What follows belongs to an exercise in optimizing a design on an open flow for small area, a short achievable clock period and few clock cycles; a production flow would make more cautious choices. The RTL was checked by simulation tests, not by an equivalence proof against the original design. No activity file was given, so power comes from the tool's default toggle rates.

==> build 14: inputs <==
==> flow/design.v <==
package pipe_exe_pkg;
    localparam logic [3:0] ALU_ADDU = 4'b0000;
    localparam logic [3:0] ALU_SUBU = 4'b0001;
    localparam logic [3:0] ALU_ADD  = 4'b0010;
    localparam logic [3:0] ALU_SUB  = 4'b0011;
    localparam logic [3:0] ALU_AND  = 4'b0100;
    localparam logic [3:0] ALU_OR   = 4'b0101;
    localparam logic [3:0] ALU_XOR  = 4'b0110;
    localparam logic [3:0] ALU_NOR  = 4'b0111;
    localparam logic [3:0] ALU_LUI  = 4'b1000;
    localparam logic [3:0] ALU_SLT  = 4'b1010;
    localparam logic [3:0] ALU_SLTU = 4'b1011;
    localparam logic [3:0] ALU_SRA  = 4'b1100;
    localparam logic [3:0] ALU_SLL  = 4'b1110;
    localparam logic [3:0] ALU_SRL  = 4'b1111;
endpackage
module pipe_div (
    input  logic [31:0] r,
    input  logic [33:0] d,
    output logic        q,
    output logic [31:0] r_nx
);
    logic [33:0] g, p, gg, pp, gn, pn;
    logic [31:0] t;
    always_comb begin
        g  = {2'b00, r} & ~d;
        p  = {2'b00, r} ^ ~d;
        gg = g;
        pp = p;
        for (int k = 1; k < 34; k = k * 2) begin
            gn = gg;
            pn = pp;
            for (int i = k; i < 34; i++) begin
                gn[i] = gg[i] | (pp[i] & gg[i-k]);
                pn[i] = pp[i] & pp[i-k];
            end
            gg = gn;
            pp = pn;
        end
        t[0] = ~p[0];
        for (int i = 1; i < 32; i++) t[i] = p[i] ^ (gg[i-1] | pp[i-1]);
        q    = gg[33] | pp[33];
    end
    assign r_nx = q ? t : r;
endmodule
module pipe_exe (
    input  logic        clk,
    input  logic        rst,
    input  logic        Dstall,
    input  logic        Dw_rf,
    input  logic        Dw_dm,
    input  logic        Dw_hi,
    input  logic        Dw_lo,
    input  logic        Ddiv,
    input  logic        Dsign,
    input  logic        DisGoto,
    input  logic [3:0]  Daluc,
    input  logic        Dasource,
    input  logic        Dbsource,
    input  logic [2:0]  Drfsource,
    input  logic [31:0] DRs,
    input  logic [31:0] DRt,
    input  logic [31:0] Dimm,
    input  logic [31:0] Dpc4,
    input  logic [4:0]  Drn,
    output logic [31:0] Ealu,
    output logic [4:0]  Ern,
    output logic        Ew_rf,
    output logic        Ew_dm,
    output logic        EisGoto,
    output logic [2:0]  Erfsource,
    output logic [31:0] Ehi,
    output logic [31:0] Elo,
    output logic        Ew_hi,
    output logic        Ew_lo,
    output logic [31:0] ERt,
    output logic        div_busy
);
    logic        setup_q, run_q, busy;
    logic [31:0] alu_q, rt_q;
    logic [4:0]  rn_q;
    logic [2:0]  rfs_q;
    logic        wrf_q, wdm_q, whi_q, wlo_q, goto_q;
    logic [31:0] rem_q, quo_q;
    logic [33:0] dvs_q;
    logic [3:0]  cnt_q;
    logic        rneg_q, bneg_q, qneg_q, quick_q, dz_q;
    assign busy = setup_q | run_q;
    logic [31:0] opa, opb;
    logic        goto_d;
    assign opa    = Dasource ? {27'b0, Dimm[10:6]} : DRs;
    assign opb    = Dbsource ? Dimm : DRt;
    assign goto_d = DisGoto && !Dstall;
    logic        is_sub;
    logic [31:0] bx, sum;
    logic        cout, ovf, slt, sltu;
    assign is_sub = (Daluc[3:2] == 2'b00) ? Daluc[0] : (Daluc[3:1] == 3'b101);
    assign bx     = opb ^ {32{is_sub}};
    assign {cout, sum} = {1'b0, opa} + {1'b0, bx} + {32'd0, is_sub};
    assign ovf    = (opa[31] == bx[31]) && (sum[31] != opa[31]);
    assign slt    = sum[31] ^ ovf;
    assign sltu   = !cout;
    logic [31:0] sh_x, sh_y, negq;
    logic [32:0] sh_in, sh_r, sh_l33;
    logic [4:0]  sh_amt;
    logic        sh_left, sh_fill;
    function automatic logic [31:0] rev32(input logic [31:0] v);
        for (int i = 0; i < 32; i++) rev32[i] = v[31 - i];
    endfunction
    logic is_lui;
    assign is_lui  = (Daluc == pipe_exe_pkg::ALU_LUI);
    assign sh_x    = setup_q ? negq : opb;
    assign sh_amt  = setup_q ? {cnt_q, 1'b0} : (is_lui ? 5'd16 : opa[4:0]);
    assign sh_left = setup_q || is_lui || (Daluc == pipe_exe_pkg::ALU_SLL);
    assign sh_fill = !setup_q && (Daluc == pipe_exe_pkg::ALU_SRA) && opb[31];
    assign sh_in   = {sh_left ? rev32(sh_x) : sh_x, 1'b0};
    assign sh_r    = 33'($signed({sh_fill, sh_in}) >>> sh_amt);
    assign sh_y    = sh_left ? rev32(sh_r[32:1]) : sh_r[32:1];
    assign sh_l33  = {sh_r[0], rev32(sh_r[32:1])};
    logic        f11, f01, f00;
    logic [31:0] lg;
    assign f11 = !Daluc[1];
    assign f01 = Daluc[0] ^ Daluc[1];
    assign f00 = Daluc[1] && Daluc[0];
    assign lg  = ({32{f11}} & opa & opb) | ({32{f01}} & (opa ^ opb)) | ({32{f00}} & ~(opa | opb));
    logic        s_sum, s_lg, s_sh, s_slt;
    logic [31:0] alu_y, pc8;
    assign pc8   = Dpc4 + 32'd4;
    assign s_sum = !goto_d && (Daluc[3:2] == 2'b00);
    assign s_lg  = !goto_d && (Daluc[3:2] == 2'b01);
    assign s_sh  = !goto_d && (is_lui || (Daluc[3:2] == 2'b11 && Daluc[1:0] != 2'b01));
    assign s_slt = !goto_d && (Daluc[3:1] == 3'b101);
    assign alu_y = ({32{s_sum}} & sum) | ({32{s_lg}} & lg) | ({32{s_sh}} & sh_y)
                 | {31'd0, s_slt && (Daluc[0] ? sltu : slt)} | ({32{goto_d}} & pc8);
    logic ovf_trap;
    assign ovf_trap = ovf && (Daluc == pipe_exe_pkg::ALU_ADD || Daluc == pipe_exe_pkg::ALU_SUB);
    always_ff @(posedge clk) begin
        if (rst) begin
            alu_q  <= '0;
            rt_q   <= '0;
            rn_q   <= '0;
            rfs_q  <= '0;
            wrf_q  <= 1'b0;
            wdm_q  <= 1'b0;
            whi_q  <= 1'b0;
            wlo_q  <= 1'b0;
            goto_q <= 1'b0;
        end else if (!busy) begin
            alu_q  <= alu_y;
            rt_q   <= DRt;
            rn_q   <= goto_d ? 5'd31 : Drn;
            rfs_q  <= Drfsource;
            wrf_q  <= goto_d || (Dw_rf && !Dstall && !ovf_trap);
            wdm_q  <= Dw_dm && !Dstall;
            whi_q  <= (Dw_hi || Ddiv) && !Dstall;
            wlo_q  <= (Dw_lo || Ddiv) && !Dstall;
            goto_q <= goto_d;
        end
    end
    function automatic logic [4:0] lzp(input logic [31:0] v);
        lzp = 5'd16;
        for (int i = 0; i < 16; i++) if (v[2*i] || v[2*i+1]) lzp = 5'(15 - i);
    endfunction
    logic       aneg, bneg, dz, quick;
    logic [4:0] na, nb;
    logic [5:0] pdiff;
    assign aneg  = Dsign && opa[31];
    assign bneg  = Dsign && opb[31];
    assign dz    = (opb == 32'd0);
    assign na    = lzp(aneg ? {~opa[30:0], 1'b1} : opa);
    assign nb    = lzp((opb ^ {32{bneg}}) | 32'd1);
    assign pdiff = {1'b0, nb} - {1'b0, na};
    assign quick = dz || pdiff[5];
    logic        nq_ctl, nr_ctl;
    logic [31:0] negr;
    assign nq_ctl = setup_q ? bneg_q : (qneg_q && !quick_q);
    assign nr_ctl = rneg_q && !quick_q;
    assign negq   = nq_ctl ? 32'd0 - quo_q : quo_q;
    assign negr   = nr_ctl ? 32'd0 - rem_q : rem_q;
    logic        q1, q2;
    logic [31:0] r1, r2;
    pipe_div u_s1 (.r(rem_q), .d(dvs_q),               .q(q1), .r_nx(r1));
    pipe_div u_s2 (.r(r1),    .d({1'b0, dvs_q[33:1]}), .q(q2), .r_nx(r2));
    always_ff @(posedge clk) begin
        if (rst) begin
            setup_q <= 1'b0;
            run_q   <= 1'b0;
        end else begin
            setup_q <= !busy && Ddiv && !Dstall && !quick;
            run_q   <= setup_q || (run_q && cnt_q != 4'd0);
        end
    end
    always_ff @(posedge clk) begin
        if (!busy) begin
            rem_q   <= opa;
            quo_q   <= opb;
            cnt_q   <= pdiff[3:0];
            rneg_q  <= aneg;
            bneg_q  <= bneg;
            qneg_q  <= aneg ^ bneg;
            quick_q <= quick;
            dz_q    <= dz;
        end else if (setup_q) begin
            rem_q  <= negr;
            quo_q  <= '0;
        end else begin
            rem_q  <= r2;
            quo_q  <= {quo_q[29:0], q1, q2};
            cnt_q  <= cnt_q - 4'd1;
        end
    end
    always_ff @(posedge clk) begin
        if (run_q) dvs_q <= {2'b00, dvs_q[33:2]};
        else       dvs_q <= {sh_l33, 1'b0};
    end
    always_comb begin
        Ealu      = alu_q;
        Ern       = rn_q;
        Ew_rf     = wrf_q && !busy;
        Ew_dm     = wdm_q && !busy;
        Ew_hi     = whi_q && !busy;
        Ew_lo     = wlo_q && !busy;
        EisGoto   = goto_q;
        Erfsource = rfs_q;
        ERt       = rt_q;
        Elo       = quick_q ? {32{dz_q}} : negq;
        Ehi       = negr;
        div_busy  = busy;
    end
endmodule
==> flow/flow/run.sh <==
#!/bin/bash
# The standard layout (standard.sh), except that the port buffers are made
# from the smallest buffer cell, sky130_fd_sc_hd__buf_1, instead of the cell
# buffer_ports picks by default. Every port still gets its buffer.
set -euo pipefail
export BUFFER_PORTS_ARGS="-buffer_cell sky130_fd_sc_hd__buf_1"
bash standard.sh > standard.log 2>&1
==> flow/standard.sh <==
#!/bin/bash
# synth_recipe.tcl (not shown) runs the flow's synth.tcl, then flattens the netlist and writes it again
# the make line also repeats each setting of config.mk as NAME=value (left out here)
make -C /OpenROAD-flow-scripts/flow DESIGN_CONFIG=/design/flow/config.mk WORK_HOME=/design/flow/orfs CLKGATE_MAP_FILE= SYNTH_SCRIPT=/design/flow/synth_recipe.tcl "${@:-finish}"
==> flow/config.mk <==
export PLATFORM = sky130hd
export DESIGN_NAME = pipe_exe
export DESIGN_NICKNAME = pipe_exe
export VERILOG_FILES = /design/flow/design.v
export SDC_FILE = /design/flow/constraint.sdc
export NUM_CORES = 4
export LEC_CHECK = 0
export CAP_MARGIN = 20
export CORE_MARGIN = 2
export CORE_UTILIZATION = 40
export PLACE_DENSITY = 0.6
export SETUP_SLACK_MARGIN = 3
export SLEW_MARGIN = 20
==> flow/constraint.sdc <==
create_clock -name core_clock -period 8.5 [get_ports {clk}]
set_input_delay 1.7000 -clock core_clock [delete_from_list [all_inputs] [get_ports {clk}]]
set_output_delay 1.7000 -clock core_clock [all_outputs]
set_load 0.01 [all_outputs]
==> trial 66 (differences from build 14) <==
--- a/flow/design.v
+++ b/flow/design.v
@@ -84,7 +84,7 @@
     logic [31:0] rem_q, quo_q;
     logic [33:0] dvs_q;
     logic [3:0]  cnt_q;
-    logic        rneg_q, bneg_q, qneg_q, quick_q, dz_q;
+    logic        rneg_q, nqc_q, qneg_q, quick_q, dz_q;
     assign busy = setup_q | run_q;
     logic [31:0] opa, opb;
     logic        goto_d;
@@ -171,12 +171,9 @@
     assign nb    = lzp((opb ^ {32{bneg}}) | 32'd1);
     assign pdiff = {1'b0, nb} - {1'b0, na};
     assign quick = dz || pdiff[5];
-    logic        nq_ctl, nr_ctl;
     logic [31:0] negr;
-    assign nq_ctl = setup_q ? bneg_q : (qneg_q && !quick_q);
-    assign nr_ctl = rneg_q && !quick_q;
-    assign negq   = nq_ctl ? 32'd0 - quo_q : quo_q;
-    assign negr   = nr_ctl ? 32'd0 - rem_q : rem_q;
+    assign negq   = nqc_q  ? 32'd0 - quo_q : quo_q;
+    assign negr   = rneg_q ? 32'd0 - rem_q : rem_q;
     logic        q1, q2;
     logic [31:0] r1, r2;
     pipe_div u_s1 (.r(rem_q), .d(dvs_q),               .q(q1), .r_nx(r1));
@@ -195,14 +192,15 @@
             rem_q   <= opa;
             quo_q   <= opb;
             cnt_q   <= pdiff[3:0];
-            rneg_q  <= aneg;
-            bneg_q  <= bneg;
+            rneg_q  <= aneg && !quick;
+            nqc_q   <= bneg && !quick;
             qneg_q  <= aneg ^ bneg;
             quick_q <= quick;
             dz_q    <= dz;
         end else if (setup_q) begin
             rem_q  <= negr;
             quo_q  <= '0;
+            nqc_q  <= qneg_q;
         end else begin
             rem_q  <= r2;
             quo_q  <= {quo_q[29:0], q1, q2};
==> flow/run.sh (new file) <==
#!/bin/bash
# synth_recipe.tcl (not shown) runs the flow's synth.tcl, then flattens the netlist and writes it again
# the make line also repeats each setting of config.mk as NAME=value (left out here)
make -C /OpenROAD-flow-scripts/flow DESIGN_CONFIG=/design/flow/config.mk WORK_HOME=/design/flow/orfs CLKGATE_MAP_FILE= SYNTH_SCRIPT=/design/flow/synth_recipe.tcl finish
Settings changed: SETUP_SLACK_MARGIN 3 to 3.25.
removed: flow/flow/run.sh
removed: flow/standard.sh
==> results.txt <==
metric                                                                build 14      trial 66
Synth Cell Area                                                   21,010 sq um  21,610 sq um
Synth cell types                                                           106           116
Clock power frac                                                         14.0%         15.0%
Number of multi-input logic gates                                        2,383         2,417
Nets                                                                     3,419         3,464
Core Box Area                                                     51,610 sq um  53,600 sq um
Critical Path Source Type                                            flip-flop    input port
Height of the die                                                     233.2 um      236.4 um
Final weighted congestion of routability-driven global placement         1.025        0.9997
Total combinational power                                              3810 uW       3800 uW
Outcome                                       no timing/DRC/antenna violations  no timing/DRC/antenna violations
Initial standard-cell utilization of the core                           40.71%        40.32%
Post-DP Area                                                      22,710 sq um  25,190 sq um
Share of the synthesized area in compound gates (AO/OA/AOI/OAI)         29.17%        29.73%
Number of placement rows                                                    83            85
Data arrival time of the worst path                                    5940 ps       5650 ps
FILL cells                                                               5,239         5,194
Testbench counts of build 14, summed over its fixed seeds: cycles 28,016.
Testbench counts of trial 66, summed over its fixed seeds: cycles 28,016.

[separate check: timing with driven ports]
No port has a modelled driver above. Below, the same layouts with a new extraction and two added sets of constraints.
Step 1 assumes that a clkbuf_16 drives the clock port and a buf_2 every other input.
Step 2, shift: input delay + t, output delay - t, t = (earliest + latest rising clock arrival at the registers) / 2. This alone moves slack from input paths to output paths.
Slacks: no drivers / after step 1 / after step 2; pairs: no drivers / after step 1.
run | t (ns) | slack for setup (ns) | worst setup path at the end | slew at the worst register clock pin (ns) | worst data-port slew with drivers (ns)
build 14 | 0.561 | 3.013 / 3.013 / 2.459 | input to register | 0.08 / 0.08 | 0.12
trial 66 | 0.565 | 3.268 / 3.285 / 2.740 | input to register | 0.09 / 0.09 | 0.08
After both steps every run listed still meets setup and hold. The setup slack of build 14, which loses most, moves by 0.000 ns with the drivers and by -0.554 ns with both steps.
